From an optimization exercise on the open Yosys and OpenROAD flow, aimed at small area and a short achievable clock period; shortcuts taken in it are not production practice. Only simulation tests tie the RTL to the original design; equivalence was not proved. Power and IR drop assume default switching activity.

==> flow/design.v (excerpt) <==
module emac_tx_top (
  input  logic                       tx_clk_i,
  input  logic                       reset_i,
  input  logic                       wr_en_i,
  input  logic                       rd_en_i,
  input  logic [emac_pkg::ADR_W-1:0] adr_i,
  input  emac_pkg::word_t            wr_data_i,
  output emac_pkg::word_t            rd_data_o,
  output logic                       tx_en_o,
  output emac_pkg::byte_t            tx_d_o
);
clock: 5.4 ns
lec_check: 0
abc_clock_period_in_ps: 2400
cap_margin: 20
core_margin: 2
core_utilization: 40
setup_slack_margin: 3.3
slew_margin: 20
standard.sh (not shown) runs the stock make flow with config.mk's settings and CLKGATE_MAP_FILE= SYNTH_SCRIPT=/design/flow/synth_recipe.tcl, a recipe that flattens the netlist after the stock synthesis.
==> flow/flow/run.sh <==
#!/bin/bash
# Standard layout, with the port buffers made from buf_4 cells instead of
# the default pick, so the fixed input and output delays are not lengthened.
set -o pipefail
cp standard.sh standard.sh.log.txt 2>/dev/null
export BUFFER_PORTS_ARGS="-buffer_cell sky130_fd_sc_hd__buf_4"
bash standard.sh > standard.log 2>&1
The baseline went through all stages and came out clean.
Then changed:
==> flow/flow/run.sh (replaced) <==
#!/bin/bash
# Standard layout, with the port buffers made from buf_4 cells instead of
# the default pick, and larger clock sink clusters.
set -o pipefail
export BUFFER_PORTS_ARGS="-buffer_cell sky130_fd_sc_hd__buf_4"
export CTS_ARGS="-sink_clustering_enable -repair_clock_nets -sink_clustering_size 20 -sink_clustering_max_diameter 120"
bash standard.sh > standard.log 2>&1
Result: Non-clock buffer count decreases by 6; hold slack improves by 0.039 ns; core utilization shrinks by 2.2 points; worst setup slack gains 0.030 ns; critical path depth does not change; flip-flop and latch count stays the same.

---

Setup of build 69:
Another version of the RTL of emac_tx_top (not shown whole).
Size in the first run: ~0.066 mm2 of cells after synthesis.
Settings: LEC_CHECK=0, ABC_CLOCK_PERIOD_IN_PS=2400, CAP_MARGIN=20, CORE_MARGIN=2, CORE_UTILIZATION=40, SETUP_SLACK_MARGIN=3.0, SLEW_MARGIN=20; clock period 5.4 ns.
==> flow/flow/run.sh <==
#!/bin/bash
# Standard layout, with the port buffers made from buf_4 cells instead of
# the default pick, and larger clock sink clusters.
set -o pipefail
export BUFFER_PORTS_ARGS="-buffer_cell sky130_fd_sc_hd__buf_4"
export CTS_ARGS="-sink_clustering_enable -repair_clock_nets -sink_clustering_size 24 -sink_clustering_max_diameter 150"
bash standard.sh > standard.log 2>&1
Modified inputs, build 79 compared to build 69
--- a/flow/config.mk
+++ b/flow/config.mk
@@ -11,3 +11,3 @@
 export CORE_UTILIZATION = 40
-export SETUP_SLACK_MARGIN = 3.0
+export SETUP_SLACK_MARGIN = 3.3
 export SLEW_MARGIN = 20
Notes after the runs:
Diff build 69 -> build 79: total routed wirelength went up by about 1.6%, hold buffer count at cts was more or less identical.
There was hardly any difference in placement-stage cell area between build 69 and build 79.
Build 79 vs. build 69: portion of total power attributed to the clock network flat, cell area after layout up about 1.7%, total internal power stayed essentially flat, slack of the worst reg-to-reg path rose by 180 ps, proportion of cell area occupied by registers -1.1 points.
Input changes introduced in build 10 (baseline for comparison: build 79):
--- a/flow/config.mk
+++ b/flow/config.mk
@@ -11,3 +11,3 @@
 export CORE_UTILIZATION = 40
-export SETUP_SLACK_MARGIN = 3.3
+export SETUP_SLACK_MARGIN = 3.1
 export SLEW_MARGIN = 20
- Build 10 against build 79: clock network area share has remained practically unchanged; area occupied by multi-input gates has decreased; number of non-clock buffers has decreased.
- Between build 10 and build 79, the buffering overhead is higher for build 79.
- Status: worst-case setup margin in the final layout parity (build 79, build 10)
- Build 10 vs. build 79: worst clock skew on the final layout went up; met2 routing resource usage after global routing now smaller.
- Diff build 79 -> build 10 | HPWL after detailed placement | increase of 1.5%
- In terms of area after detailed placement, build 10 and build 79 differ only marginally.
- On build 10: first-pass iteration count of the detailed router is 3 higher than what build 79 gave.
- As far as global-route usage is concerned, build 10 and build 79 perform about the same.
Edits applied to the flow inputs when going from build 10 to build 17:
--- a/flow/flow/run.sh
+++ b/flow/flow/run.sh
@@ -5,3 +5,3 @@
 export BUFFER_PORTS_ARGS="-buffer_cell sky130_fd_sc_hd__buf_4"
-export CTS_ARGS="-sink_clustering_enable -repair_clock_nets -sink_clustering_size 24 -sink_clustering_max_diameter 150"
+export CTS_ARGS="-sink_clustering_enable -repair_clock_nets -sink_clustering_size 26 -sink_clustering_max_diameter 160"
 bash standard.sh > standard.log 2>&1
--- a/flow/config.mk
+++ b/flow/config.mk
@@ -11,3 +11,3 @@
 export CORE_UTILIZATION = 40
-export SETUP_SLACK_MARGIN = 3.1
+export SETUP_SLACK_MARGIN = 3.0
 export SLEW_MARGIN = 20
Results
- Build 17 ended with every stage complete and zero timing, DRC or antenna violations.
- As far as xor/xnor cell area share of the yosys netlist goes, build 17 and build 10 are indistinguishable; the numbers are identical.
- Sort build 17 and build 10 by portion of total power attributed to the clock network asc -> top: build 17
- [compare] base=build 10 new=build 17: setup fix buffers added after clock tree synthesis fell 7; average detailed-routed wire length per instance went down by about 0.33%; met3 track utilization from global routing did not really move.
- Fmax | build 17 vs build 10 | build 17 slower
- Diff build 17 and build 10: routing usage on met2 lower in build 17
- The run showing the smaller final cell area excluding filler cells is build 17.
- Reported for build 17 and build 10, area after synthesis turned out identical to the last digit.

---

emac_tx_top again, from the RTL that the note above started with.
clock: 5.4 ns
lec_check: 0
abc_clock_period_in_ps: 2400
cap_margin: 20
core_margin: 2
core_utilization: 40
setup_slack_margin: 3.2
slew_margin: 20
==> flow/flow/run.sh <==
#!/bin/bash
# Standard layout, with the port buffers made from buf_4 cells instead of
# the default pick, and larger clock sink clusters.
set -o pipefail
export BUFFER_PORTS_ARGS="-buffer_cell sky130_fd_sc_hd__buf_4"
export CTS_ARGS="-sink_clustering_enable -repair_clock_nets -sink_clustering_size 24 -sink_clustering_max_diameter 150"
bash standard.sh > standard.log 2>&1
The baseline completed without violations.
==> next run, changes <==
CORE_UTILIZATION = 35   (was 40)
SETUP_SLACK_MARGIN = 3.0   (was 3.2)
Outcome:
- first-iteration DRC count decreases by roughly a tenth
- power barely changes
- non-clock buffer count decreases by 33
- final cell count increases by a few percent
- global-route usage decreases by 2.3 points
- maximum frequency hardly moves
==> next run, changes <==
CORE_UTILIZATION = 40   (was 35)
SETUP_SLACK_MARGIN = 3.6   (was 3.0)
After rerunning: The new run produced a clean layout; clock-buffer cell count climbs by 8; routed wire length came out higher by 8.4%; setup slack gets better by 0.010 ns; via count rises by 5.3%; die area came out lower by about 12%; utilization rises by 8.8 points; final cell count drops by 0.73%; first-iteration DRC count rose by 13%; critical path depth does not change; final area climbs by 6.9%; fmax climbs by 0.41%.
==> next run, changes <==
==> flow/flow/run.sh (replaced) <==
#!/bin/bash
# Standard layout, with the port buffers made from buf_4 cells instead of
# the default pick, and larger clock sink clusters.
set -o pipefail
export BUFFER_PORTS_ARGS="-buffer_cell sky130_fd_sc_hd__buf_4"
export CTS_ARGS="-sink_clustering_enable -repair_clock_nets -sink_clustering_size 24 -sink_clustering_max_diameter 150 -balance_levels"
bash standard.sh > standard.log 2>&1
SETUP_SLACK_MARGIN = 3.3   (was 3.6)
Outcome: Wire length drops by about 7%; synthesized area is unchanged; sequential power barely changes; clock-buffer cell count drops by 1; cell area drops by about 5%; hold slack improved by 0.0037 ns; clock power drops by about 1%; worst setup slack got worse by 0.0092 ns; die area is unchanged; cell count drops by 2.4%; critical path depth is unchanged.
==> next run, changes <==
==> flow/flow/run.sh (replaced) <==
#!/bin/bash
# Standard layout, with the port buffers made from buf_4 cells instead of
# the default pick, and larger clock sink clusters.
set -o pipefail
export BUFFER_PORTS_ARGS="-buffer_cell sky130_fd_sc_hd__buf_4"
export CTS_ARGS="-sink_clustering_enable -repair_clock_nets -sink_clustering_size 24 -sink_clustering_max_diameter 150"
bash standard.sh > standard.log 2>&1
ABC_AREA = 1   (was unset)
ABC_CLOCK_PERIOD_IN_PS = unset   (was 2400)
Outcome: Design area went up by about 0.7%; power went up by about 0.65%; die area went up by 2.0%; global-route usage went up by 2.2 points; core utilization went down by 0.68 points; worst setup slack degrades by 0.020 ns; flip-flop and latch count does not change; synthesized cell count went up by about 20%.

---

== main ==
RTL: one of the versions met above, not the one the previous note started from.
For scale: about 5000 cells after synthesis, roughly 88 I/O pins.
// emac_tx_top
module emac_tx_top (
  input  logic                       tx_clk_i,
  input  logic                       reset_i,
  input  logic                       wr_en_i,
  input  logic                       rd_en_i,
  input  logic [emac_pkg::ADR_W-1:0] adr_i,
  input  emac_pkg::word_t            wr_data_i,
  output emac_pkg::word_t            rd_data_o,
  output logic                       tx_en_o,
  output emac_pkg::byte_t            tx_d_o
);
  logic                           busy;
  logic                           start;
  logic                           buf_push;
  logic                           buf_pop;
  logic [emac_pkg::BUF_CNT_W-1:0] buf_count;
  logic                           fetch_d;
  logic                           load;
  logic                           load_d;
  logic                           sync;
  emac_pkg::byte_t                crc_data;
  emac_pkg::word_t                cur;
  emac_pkg::mac_addr_t            my_mac;
  emac_pkg::mac_addr_t            dst_mac;
  emac_pkg::ether_type_t          ether_type;
  ...
Settings: LEC_CHECK=0, ABC_CLOCK_PERIOD_IN_PS=2400, CAP_MARGIN=20, CORE_MARGIN=2, CORE_UTILIZATION=40, SETUP_SLACK_MARGIN=3.3, SLEW_MARGIN=20; clock period 5.4 ns.
==> flow/flow/run.sh <==
#!/bin/bash
# Standard layout, with the port buffers made from buf_4 cells instead of
# the default pick, and larger clock sink clusters.
set -o pipefail
export BUFFER_PORTS_ARGS="-buffer_cell sky130_fd_sc_hd__buf_4"
export CTS_ARGS="-sink_clustering_enable -repair_clock_nets -sink_clustering_size 28 -sink_clustering_max_diameter 180"
bash standard.sh > standard.log 2>&1
--- input diff main..the feature branch ---
diff --git a/flow/flow/run.sh b/flow/flow/run.sh
--- a/flow/flow/run.sh
+++ b/flow/flow/run.sh
@@ -6 +6 @@
-export CTS_ARGS="-sink_clustering_enable -repair_clock_nets -sink_clustering_size 28 -sink_clustering_max_diameter 180"
+export CTS_ARGS="-sink_clustering_enable -repair_clock_nets -sink_clustering_size 24 -sink_clustering_max_diameter 150"
Results
Re number of non-clock buffers: the feature branch is 10 down on main. On power, main beats the feature branch. Count of fill cells added during filler insertion delta (main -> the feature branch): insignificant. The feature branch against main: maximum frequency neither gained nor lost much, post-CTS resize count lost 1, multi-input gate share of the layout cell area neither gained nor lost much.

-- separate check: timing with driven ports --
How much do the figures lean on ideal ports? The routed layouts below were timed once more, with nothing changed but the port constraints. Step 1 (the two cells are an assumption about what drives the block):
set clk [get_ports {tx_clk_i}]
set_driving_cell -lib_cell sky130_fd_sc_hd__clkbuf_16 $clk
set_driving_cell -lib_cell sky130_fd_sc_hd__buf_2 [delete_from_list [all_inputs] $clk]
Step 2 adds t to the input delays and takes it off the output delays; t is the mean of the earliest and latest rising clock arrival at the registers after step 1. Input paths then give back, and output paths get back, about the clock's delay inside the block. a / b / c = no drivers / after step 1 / after step 2; a / b = the first two.
run | t (ns) | setup WS [ns] | hold WS [ns] | slew at the worst register clock pin (ns) | worst slew at a driven data input, ns
the first run of note 1 | 0.903 | 2.890 / 2.812 / 2.501 | 0.271 / 0.241 / 0.302 | 0.07 / 0.07 | 0.06
the second run of note 1 | 0.863 | 2.921 / 2.841 / 2.510 | 0.311 / 0.285 / 0.311 | 0.09 / 0.09 | 0.07
build 69 | 0.837 | 2.919 / 2.840 / 2.345 | 0.279 / 0.255 / 0.316 | 0.11 / 0.11 | 0.09
build 79 | 0.821 | 2.921 / 2.844 / 2.536 | 0.318 / 0.318 / 0.318 | 0.11 / 0.11 | 0.07
build 10 | 0.833 | 2.920 / 2.844 / 2.345 | 0.306 / 0.306 / 0.306 | 0.10 / 0.10 | 0.10
build 17 | 0.825 | 2.898 / 2.824 / 2.333 | 0.259 / 0.242 / 0.312 | 0.12 / 0.12 | 0.11
the first run of note 3 | 0.841 | 2.914 / 2.837 / 2.443 | 0.281 / 0.254 / 0.318 | 0.11 / 0.11 | 0.06
the second run of note 3 | 0.841 | 2.920 / 2.839 / 2.317 | 0.314 / 0.314 / 0.314 | 0.11 / 0.11 | 0.14
the third run of note 3 | 0.842 | 2.930 / 2.846 / 2.528 | 0.315 / 0.315 / 0.315 | 0.10 / 0.10 | 0.06
the fourth run of note 3 | 0.821 | 2.921 / 2.844 / 2.536 | 0.318 / 0.318 / 0.318 | 0.11 / 0.11 | 0.07
the fifth run of note 3 | 0.859 | 2.901 / 2.813 / 2.623 | 0.291 / 0.291 / 0.291 | 0.12 / 0.12 | 0.05
main | 0.825 | 2.952 / 2.870 / 2.625 | 0.322 / 0.313 / 0.322 | 0.12 / 0.12 | 0.06
the feature branch | 0.837 | 2.956 / 2.879 / 2.578 | 0.282 / 0.282 / 0.282 | 0.11 / 0.11 | 0.07
After both steps every run listed still meets setup and hold. The setup slack of the second run of note 3, which loses most, moves by -0.081 ns with the drivers and by -0.603 ns with both steps.
